From an optimization exercise on the open Yosys and OpenROAD flow, aimed at a short achievable clock period and few clock cycles; shortcuts taken in it are not production practice. Only simulation tests tie the RTL to the original design; equivalence was not proved. No activity file was given, so power comes from the tool's default toggle rates.

--- run.sh ---
#!/bin/bash
# synth_recipe.tcl (not shown) runs the flow's synth.tcl, then flattens the netlist and writes it again
# the make line also repeats each setting of config.mk as NAME=value (left out here)
make -C /OpenROAD-flow-scripts/flow DESIGN_CONFIG=/design/flow/config.mk WORK_HOME=/design/flow/orfs CLKGATE_MAP_FILE= SYNTH_SCRIPT=/design/flow/synth_recipe.tcl finish
--- design.v ---
package cache_pkg;
	localparam int DATA_W = 32;
	typedef logic [DATA_W-1:0] word_t;
endpackage
`timescale 1ns/1ps
module cache_top
#(
	parameter int ADDR_W     = 30,    
	parameter int NUM_SETS   = 8,
	parameter int LINE_WORDS = 4
) (
	input  logic                                   clk,
	input  logic                                   proc_reset,
	input  logic                                   proc_read,
	input  logic                                   proc_write,
	input  logic [ADDR_W-1:0]                      proc_addr,
	input  logic [31:0]                            proc_wdata,
	output logic                                   proc_stall,
	output logic [31:0]                            proc_rdata,
	output logic                                   mem_read,
	output logic                                   mem_write,
	output logic [ADDR_W-$clog2(LINE_WORDS)-1:0]   mem_addr,     
	output logic [LINE_WORDS*32-1:0]               mem_wdata,
	input  logic [LINE_WORDS*32-1:0]               mem_rdata,
	input  logic                                   mem_ready
);
	localparam int DATA_W = 32;
	localparam int LINE_W = LINE_WORDS*DATA_W;
	localparam int OFF_W  = $clog2(LINE_WORDS);
	localparam int IDX_W  = $clog2(NUM_SETS);
	localparam int TAG_W  = ADDR_W - IDX_W - OFF_W;
	localparam int LA_W   = ADDR_W - OFF_W;
	logic [NUM_SETS-1:0] valid_q;
	logic [NUM_SETS-1:0] dirty_q;
	logic [TAG_W-1:0]    tag_q  [0:NUM_SETS-1];
	logic [LINE_W-1:0]   data_q [0:NUM_SETS-1];    
	logic             req_valid;
	logic [OFF_W-1:0] req_off;
	logic [IDX_W-1:0] req_idx;
	logic [TAG_W-1:0] req_tag;
	assign req_valid = proc_read ^ proc_write;
	assign req_off   = proc_addr[OFF_W-1:0];
	assign req_idx   = proc_addr[OFF_W +: IDX_W];
	assign req_tag   = proc_addr[ADDR_W-1 -: TAG_W];
	logic [NUM_SETS-1:0] set_match;
	always_comb begin
		for (int s = 0; s < NUM_SETS; s++) begin
			set_match[s] = valid_q[s] && (tag_q[s] == req_tag);
		end
	end
	logic              hit;
	logic              victim_dirty;
	logic [LINE_W-1:0] cur_line;
	logic [DATA_W-1:0] cur_word;
	assign hit          = set_match[req_idx];
	assign victim_dirty = valid_q[req_idx] && dirty_q[req_idx];
	assign cur_line     = data_q[req_idx];
	assign cur_word     = cur_line[req_off*DATA_W +: DATA_W];
	logic st_wb, st_rd, st_fin, st_fill;
	logic st_idle;
	assign st_idle = !(st_wb || st_rd || st_fin);
	logic stall_q, mrd_q, mwr_q;
	logic st_wb_d, st_rd_d, st_fin_d, st_fill_d, stall_d, mrd_d, mwr_d;
	always_comb begin
		st_wb_d   = st_wb;
		st_rd_d   = st_rd;
		st_fin_d  = 1'b0;
		st_fill_d = 1'b0;
		stall_d   = 1'b1;
		mrd_d     = mrd_q;
		mwr_d     = mwr_q;
		if (st_idle) begin
			if (req_valid) begin
				if (hit) begin
					st_fin_d = 1'b1;
					stall_d  = 1'b0;
				end else if (victim_dirty) begin
					st_wb_d = 1'b1;
					mwr_d   = 1'b1;
				end else begin
					st_rd_d = 1'b1;
					mrd_d   = 1'b1;
				end
			end
		end
		if (st_wb && mem_ready) begin
			st_wb_d = 1'b0;
			mwr_d   = 1'b0;
			st_rd_d = 1'b1;
			mrd_d   = 1'b1;
		end
		if (st_rd && mem_ready) begin
			st_rd_d   = 1'b0;
			mrd_d     = 1'b0;
			st_fin_d  = 1'b1;
			st_fill_d = 1'b1;
			stall_d   = 1'b0;
		end
	end
	always_ff @(posedge clk or posedge proc_reset) begin
		if (proc_reset) begin
			st_wb   <= 1'b0;
			st_rd   <= 1'b0;
			st_fin  <= 1'b0;
			st_fill <= 1'b0;
			stall_q <= 1'b1;
			mrd_q   <= 1'b0;
			mwr_q   <= 1'b0;
		end else begin
			st_wb   <= st_wb_d;
			st_rd   <= st_rd_d;
			st_fin  <= st_fin_d;
			st_fill <= st_fill_d;
			stall_q <= stall_d;
			mrd_q   <= mrd_d;
			mwr_q   <= mwr_d;
		end
	end
	logic [OFF_W-1:0]  off_q;
	logic [IDX_W-1:0]  idx_q;
	logic [TAG_W-1:0]  rtag_q;
	logic              wr_q;
	logic [DATA_W-1:0] wdata_q;
	logic [LINE_W-1:0] fill_q;      
	logic [LA_W-1:0]   maddr_q;
	logic [LINE_W-1:0] mwdata_q;
	logic [DATA_W-1:0] rdata_q;
	always_ff @(posedge clk) begin
		off_q   <= req_off;
		idx_q   <= req_idx;
		rtag_q  <= req_tag;
		wr_q    <= proc_write;
		wdata_q <= proc_wdata;
		fill_q  <= mem_rdata;
		rdata_q <= st_rd ? mem_rdata[off_q*DATA_W +: DATA_W] : cur_word;
		if (st_idle) begin
			maddr_q  <= victim_dirty ? {tag_q[req_idx], req_idx} : proc_addr[ADDR_W-1:OFF_W];
			mwdata_q <= cur_line;
		end else if (st_wb && mem_ready) begin
			maddr_q  <= proc_addr[ADDR_W-1:OFF_W];
		end
	end
	assign proc_stall = stall_q;
	assign proc_rdata = rdata_q;
	assign mem_read   = mrd_q;
	assign mem_write  = mwr_q;
	assign mem_addr   = maddr_q;
	assign mem_wdata  = mwdata_q;
	always_ff @(posedge clk) begin
		if (st_fin) begin
			if (st_fill) begin
				tag_q[idx_q] <= rtag_q;
				for (int w = 0; w < LINE_WORDS; w++) begin
					data_q[idx_q][w*DATA_W +: DATA_W] <= (wr_q && off_q == w) ? wdata_q : fill_q[w*DATA_W +: DATA_W];
				end
			end else if (wr_q) begin
				data_q[idx_q][off_q*DATA_W +: DATA_W] <= wdata_q;
			end
		end
	end
	always_ff @(posedge clk or posedge proc_reset) begin
		if (proc_reset) begin
			valid_q <= '0;
			dirty_q <= '0;
		end else if (st_fin) begin
			if (st_fill) begin
				valid_q[idx_q] <= 1'b1;
				dirty_q[idx_q] <= wr_q;
			end else if (wr_q) begin
				dirty_q[idx_q] <= 1'b1;
			end
		end
	end
endmodule
--- config.mk ---
export PLATFORM = sky130hd
export DESIGN_NAME = cache_top
export DESIGN_NICKNAME = cache_top
export VERILOG_FILES = /design/flow/design.v
export SDC_FILE = /design/flow/constraint.sdc
export NUM_CORES = 4
export LEC_CHECK = 0
export CAP_MARGIN = 20
export CORE_MARGIN = 2
export CORE_UTILIZATION = 40
export SLEW_MARGIN = 20
--- constraint.sdc ---
create_clock -name core_clock -period 6.0 [get_ports {clk}]
set_input_delay 1.2000 -clock core_clock [delete_from_list [all_inputs] [get_ports {clk}]]
set_output_delay 1.2000 -clock core_clock [all_outputs]
set_load 0.01 [all_outputs]
==> results of run 1 <==
[flip-flops by register name, indices dropped and copies added, names as in the netlist, 2 cells and up]
| name | count |
|---|---|
| data_q | 1024 |
| tag_q | 200 |
| fill_q | 128 |
| mwdata_q | 128 |
| rdata_q | 32 |
| wdata_q | 32 |
| maddr_q | 28 |
| rtag_q | 25 |
| dirty_q | 8 |
| valid_q | 8 |
| idx_q | 3 |
| off_q | 2 |
[path summary, 6_finish.rpt]
kind | end | from | slack, ns | cells after the start
max | mem_read | mrd_q | 2.27 | 2
min | dirty_q[0] | dirty_q[0] | 0.49 | 1
max reg2reg | mwdata_q[10] | mrd_q | 2.99 | 4
min reg2reg | dirty_q[0] | dirty_q[0] | 0.49 | 1
max in group asynchronous | mrd_q | proc_reset | 4.40 | 2
min in group asynchronous | valid_q[2] | proc_reset | 1.06 | 2
[area by class of cell]
type / count / area, um^2 / area share (%)
Multi-Input combinational cell: 1271 / 15300 / 20.6
Clock inverter: 81 / 808 / 1.09
Antenna cell: 2 / 5.00 / 0.00673
Timing Repair Buffer: 463 / 4570 / 6.15
Clock buffer: 230 / 4690 / 6.31
Sequential cell: 1624 / 46400 / 62.4
Tap cell: 2044 / 2560 / 3.44
Inverter: 10 / 37.5 / 0.0504
[cells by family after synthesis]
family                   share of synthesized area [%]
adder cells (fa/ha/maj)                         0.0803
XOR/XNOR                                          2.84
multiplexers                                      17.9
flip-flops                                        74.5
AND/OR/NAND/NOR                                   2.66
buffers and inverters                             1.39
AO/OA/AOI/OAI                                    0.613
[worst max-delay path, delay by kind of cell (launching register included)]
| kind | cells | cell delay, ns |
|---|---|---|
| buf+inv | 2 | 1.38 |
| flops | 1 | 0.34 |
[layer usage]
layer | global-route usage (%) | vias to the layer above | routed length, um
met4 | 6.68 | 4 | 4700
met1 | 34.1 | 17400 | 79700
met2 | 35.1 | 1633 | 84800
met3 | 5.59 | 232 | 17600
met5 | 0 | - | 18
li1 | - | 13200 | -
[report_power, final]
group	switching, W	internal, W
combinational	0.00195	0.00157
sequential	0.000608	0.0133
clock	0.00448	0.00584
[synth_stat cells, types with 11 or more instances]
master,count,area share (%)
dfxtp_1,223,7.2
nor2_1,48,0.29
mux2i_1,26,0.42
dfrtp_1,20,0.80
xor2_1,98,1.4
edfxtp_1,1380,67
buf_1,14,0.084
nand3_1,18,0.14
nand4_1,27,0.27
buf_2,11,0.088
mux4_2,371,13
buf_6,28,0.51
xnor2_1,104,1.5
nand2_1,232,1.4
o21ai_0,38,0.31
nor4_1,32,0.32
mux2_2,225,4.1
clkbuf_1,108,0.65
[metrics by stage]
stage / util, % / cell area [um^2]
floorplan: - / 62300
global placement: 44.6 / 68800
detailed placement: 44.6 / 68900
CTS: 48.2 / 74400
global route: 48.2 / 74400
finish: 48.2 / 74400
==> results.sh, run 1 <==
export IMPL_crit_required_ns=4.80
export IMPL_cts_root_buf="clkbuf_16"
export IMPL_cts_tree="built"
export IMPL_io_buffers=385
export IMPL_slew_violations=0
export IMPL_first_pass_iters=5
export IMPL_setup_viol=0
export IMPL_worstPathArrival_ns=2.53
export IMPL_crit_path_top_delay_cell="clkdlybuf4s50_1"
export IMPL_power_density_nw_per_um2=372
export IMPL_avgSynthCellArea_um2=20.3
export IMPL_dpl_worst_slack_ns=1.40
export IMPL_synth_top_flop_cell="edfxtp_1"
export IMPL_insertion_delay_ns=0.81
export IMPL_critPathLaunchType="flip-flop"
export IMPL_syn_inst=3066
export IMPL_ctsHoldBuffers=0
export IMPL_status="finished clean"
export IMPL_whs_ns=0.492
export IMPL_drt_total_wl_um=187000
export IMPL_setup_slack_ns=2.27
export IMPL_synthArstFlopShare_pct=1.29
export IMPL_syn_cell_area_um2=62300
export IMPL_gr_total_overflow=0
export IMPL_cp_cell_sequence="buf_4 > clkdlybuf4s50_1"
export IMPL_syn2layout_area_growth_pct=19.4
export IMPL_synth_edf_count=1380
export IMPL_die_h_um=399
export IMPL_vdd_drop_max_mv=0.342
export IMPL_fmax_ghz=0.268
export IMPL_initial_core_util_pct=40.4
export IMPL_yosys_warnings=1
export IMPL_setup_tns_ns=0
export IMPL_worstSetupPathType="reg2out"
export IMPL_cp_slowest_stage_delay_ns=0.72
export IMPL_vias=32500
export IMPL_report_power_total_w=0.0277
export IMPL_synth_nets=3265
export IMPL_grt_setup_unrepaired="false"
export IMPL_end_kind="primary output"
export IMPL_detail_route_wl_per_cell_um=32.6
export IMPL_yosysSeqAreaShare_pct=74.5
export IMPL_final_common_cell="edfxtp_1"
export IMPL_grt_max_degree=82
export IMPL_ios=386
export IMPL_fin_cells=5725
export IMPL_route_detailed_drc=0
export IMPL_antenna_left=0
export IMPL_path_max_fanout=36
export IMPL_die_area_um2=159000
export IMPL_antenna_found_initial=13
export IMPL_layout_nets=3736
export IMPL_finalCriticalPeriod_ns=3.73
export IMPL_dp_cells=5411
export IMPL_cts_clk_slew_worst_paths_ns=0.06
export IMPL_cts_buffers_inserted=167
export IMPL_hold_viol=0
export IMPL_cts_resized=0
export IMPL_core_um2=154000
export IMPL_grt_pass1_vias=32200
export IMPL_gp_congestion=0.901
export IMPL_dp_hpwl_um=120000
export IMPL_drtIter0Drc=3888
export IMPL_placementRows=144
export IMPL_layout_drive_gt1_share_pct=26.7
export IMPL_dieWidth_um=399
export IMPL_cts_sinks=1624
export IMPL_grt_use_total_pct=23.4
export IMPL_clock_path_buffers=3
export IMPL_p_leak_nw=24.4
export IMPL_worst_slew_pin_slew_ns=1.21
export IMPL_ys_types=41
export IMPL_vias_per_cell=5.67
export IMPL_final_setup_skew_ns=0.0449
export IMPL_max_slew_margin_pct=19.2
export IMPL_drv_cap=0
export IMPL_fin_crit_sh_pct=62.1
export IMPL_most_common_layout_cells="edfxtp_1 (1380), clkdlybuf4s50_1 (380), mux4_2 (371)"
export IMPL_hp_class="reg2reg"
export IMPL_htree_levels=4
export IMPL_ys_ff_latch=1624
export IMPL_fillers=12600
export IMPL_grt_pass1_wl_um=257000
export IMPL_post_cts_buffers=0
Testbench counts, summed over its fixed seeds: cycles 102,383.
==> run 2, diff against run 1 <==
--- a/config.mk
+++ b/config.mk
@@ -7,2 +7,3 @@
 export LEC_CHECK = 0
+export ABC_CLOCK_PERIOD_IN_PS = 2000
 export CAP_MARGIN = 20
@@ -10,2 +11,3 @@
 export CORE_UTILIZATION = 40
+export SETUP_SLACK_MARGIN = 3.8
 export SLEW_MARGIN = 20
==> run 2 against run 1 <==
Count of clock-buffer cells in the layout up 1. Combinational power rose by 12%. Synthesized cell count stayed put. Final area grew 5.7%. Core utilization up 2.8 points. Clock skew rose by 0.027 ns. Die area is the same. Synthesized area unchanged. Largest power group unchanged.
==> results.sh, run 2 <==
export IMPL_status="finished clean"
export IMPL_power_density_nw_per_um2=362
export IMPL_synth_edf_count=1380
export IMPL_fin_crit_sh_pct=49.3
export IMPL_crit_family="flip-flops"
export IMPL_critPathBufInv=1
export IMPL_slew_violations=0
export IMPL_max_slew_margin_pct=37.6
export IMPL_ys_types=41
export IMPL_detail_route_wl_per_cell_um=34.9
export IMPL_holdPathStages=1
export IMPL_end_kind="primary output"
export IMPL_htree_levels=4
export IMPL_vias=34400
export IMPL_vias_per_cell=5.79
export IMPL_cts_buffers_inserted=168
export IMPL_fmax_ghz=0.338
export IMPL_layout_drive_gt1_share_pct=39.1
export IMPL_antenna_found_initial=8
export IMPL_reg2reg_to="rdata_q[25]"
export IMPL_regMostFlops="data_q"
export IMPL_avgSynthCellArea_um2=20.3
export IMPL_worstPathArrival_ns=1.76
export IMPL_yosys_warnings=1
export IMPL_io_buffers=385
export IMPL_yosysSeqAreaShare_pct=74.5
export IMPL_drt_total_wl_um=207000
export IMPL_setup_viol=0
export IMPL_antenna_left=0
export IMPL_p_leak_nw=26.9
export IMPL_r2r_start="off_q[0]"
export IMPL_finalCriticalPeriod_ns=2.96
export IMPL_synthArstFlopShare_pct=1.29
export IMPL_clock_path_buffers=3
export IMPL_die_h_um=399
export IMPL_worstSetupPathType="reg2out"
export IMPL_synth_top_flop_cell="edfxtp_1"
export IMPL_cts_clk_slew_worst_paths_ns=0.06
export IMPL_final_setup_skew_ns=0.0722
export IMPL_synth_most_common_cell="edfxtp_1"
export IMPL_syn2layout_area_growth_pct=26.2
export IMPL_largest_register_ff_count=1024
export IMPL_vdd_drop_max_mv=0.275
export IMPL_crit_path_top_delay_cell="edfxtp_1"
export IMPL_final_common_cell="edfxtp_1"
export IMPL_min_from="dirty_q[6]"
export IMPL_synth_nets=3265
export IMPL_hold_end="dirty_q[6]"
export IMPL_drtIter0Drc=4683
export IMPL_whs_ns=0.495
export IMPL_initial_core_util_pct=40.4
export IMPL_cp_slowest_stage_delay_ns=0.70
export IMPL_grt_pass1_wl_um=278000
export IMPL_synth_top_area_share_pct=66.5
export IMPL_cp_cell_sequence="buf_2"
export IMPL_grt_pass1_vias=33600
export IMPL_most_common_layout_cells="edfxtp_1 (1380), mux4_2 (371), nand2_1 (222)"
export IMPL_worst_slew_pin_slew_ns=0.936
export IMPL_dp_hpwl_um=120000
export IMPL_cts_root_buf="clkbuf_16"
export IMPL_insertion_delay_ns=0.82
export IMPL_r2r_cells=5
export IMPL_die_area_um2=159000
export IMPL_placed_area_um2=68900
export IMPL_fin_area_um2=78700
export IMPL_r2r_slack_ns=3.61
export IMPL_route_detailed_drc=0
export IMPL_syn_inst=3066
export IMPL_grt_max_degree=118
export IMPL_gp_congestion=0.888
export IMPL_hp_class="reg2reg"
export IMPL_synth_area_leader_cell="edfxtp_1"
export IMPL_path_max_fanout=1
export IMPL_synthTopCellsByCount="edfxtp_1 (1380), mux4_2 (371), nand2_1 (232)"
export IMPL_crit_required_ns=4.80
export IMPL_grt_setup_unrepaired="true"
export IMPL_cts_tree="built"
export IMPL_critPathLaunchType="flip-flop"
export IMPL_gr_total_overflow=0
export IMPL_top_regs="data_q x1024, tag_q x200"
export IMPL_core_um2=154000
export IMPL_cts_sinks=1624
export IMPL_grt_use_total_pct=25.6
export IMPL_syn_cell_area_um2=62300
export IMPL_setup_tns_ns=0
export IMPL_first_pass_iters=5
export IMPL_placementRows=144
export IMPL_ys_ff_latch=1624
export IMPL_dieWidth_um=399
export IMPL_hold_viol=0
export IMPL_drv_cap=0
export IMPL_ctsHoldBuffers=0
export IMPL_ios=386
export IMPL_synthTopCellsByArea="edfxtp_1 (67%), mux4_2 (13%), dfxtp_1 (7.2%), mux2_2 (4.1%), xnor2_1 (1.5%)"
export IMPL_layout_nets=3948
==> run 2: cell count changes in the layout (fill, tap and decap cells not counted), moves of 26 or more <==
cell	delta
mux2_4	+99
clkdlybuf4s50_1	-216
mux2_2	-99
nor4_1	-26
dfxtp_1	-27
buf_6	+126
buf_16	+50
buf_12	+33
buf_2	+125
buf_4	+54
==> run 2: kinds of logic after synthesis <==
| kind of cell | synth area share, % |
|---|---|
| AND/OR/NAND/NOR | 2.66 |
| XOR/XNOR | 2.84 |
| AO/OA/AOI/OAI | 0.613 |
| flip-flops | 74.5 |
| buffers and inverters | 1.39 |
| adder cells (fa/ha/maj) | 0.0803 |
| multiplexers | 17.9 |
==> run 2: per-layer routing <==
| layer | up-vias | wire (um) | track usage (%) |
|---|---|---|---|
| li1 | 13700 | - | - |
| met1 | 18400 | 82800 | 36.6 |
| met2 | 1981 | 95200 | 39.6 |
| met3 | 295 | 22200 | 5.89 |
| met4 | 10 | 6740 | 7.01 |
| met5 | - | 239 | 0 |
==> run 2: cell type report <==
class / count / area (um^2)
clock inverters: 81 / 943
fillers: 12300 / 75700
clock buffers: 231 / 4670
repair buffers: 671 / 7580
well taps: 2044 / 2560
diodes: 3 / 7.51
inverters: 10 / 45.0
multi-input cells: 1274 / 16400
flip-flops and latches: 1624 / 46500
==> run 2: worst max-delay path by stage <==
| stage | start | endpoint | slack (ns) | cells past startpoint |
|---|---|---|---|---|
| 5_1_grt | mwdata_q[126] | mem_wdata[126] | 2.98 | 1 |
| 6_report | mwdata_q[126] | mem_wdata[126] | 3.04 | 1 |
| 2_1_floorplan | mrd_q | maddr_q[15] | 1.09 | 6 |
| 3_5_place_dp | proc_addr[19] | mwr_q | 1.55 | 8 |
| 4_1_cts | mwdata_q[126] | mem_wdata[126] | 3.01 | 1 |
| 3_3_place_gp | proc_addr[10] | mrd_q | 1.47 | 8 |
==> run 2: what timing repair did <==
item / CTS / global route
endpoints found under the setup margin: 2773 / 1022
cloned: 45 / 6
buffers inserted: 128 / 35
resized for setup: 1290 / 184
pin swaps: 51 / 38
==> run 2: power by group <==
| part | switching (W) | internal, W | total (W) |
|---|---|---|---|
| registers | 0.000679 | 0.0133 | 0.0140 |
| clock network | 0.00451 | 0.00607 | 0.0106 |
| logic | 0.00227 | 0.00166 | 0.00394 |
==> run 2: metrics by stage <==
stage	std cells	worst slack (ns)	total power, W	util, %
final	5938	3.04	0.0285	50.9
after global routing	5935	2.98	0.0292	50.9
after CTS	5894	3.01	0.0284	50.2
after detailed placement	5409	1.55	0.0178	44.6
after global placement	5407	1.47	0.0178	44.6
after floorplan	3066	1.09	0.0153	-

-- static timing again, ports no longer ideal --
Ports are ideal in the flow. The routed layouts listed here were re-timed in OpenROAD.
Step 1 sets driving cells, clkbuf_16 on the clock port and buf_2 on the other inputs (assumed; they add their load-dependent delay and slew).
Step 2 times the ports against the registers' clock, not the clock port: input delays grow and output delays shrink by t, the midpoint of the rising clock arrivals with the driver on.
Slacks: no drivers / after step 1 / after step 2; pairs: no drivers / after step 1.
run	t (ns)	setup slack, ns	slew at the worst register clock pin (ns)	cell pins on the clock port's net
run 1	0.873	2.274 / 2.188 / 1.614	0.07 / 0.07	1
run 2	0.869	3.039 / 2.950 / 2.081	0.07 / 0.07	1
After both steps setup and hold are still met in every run listed. The setup slack of run 2, which loses most, moves by -0.089 ns with the drivers and by -0.958 ns with both steps.
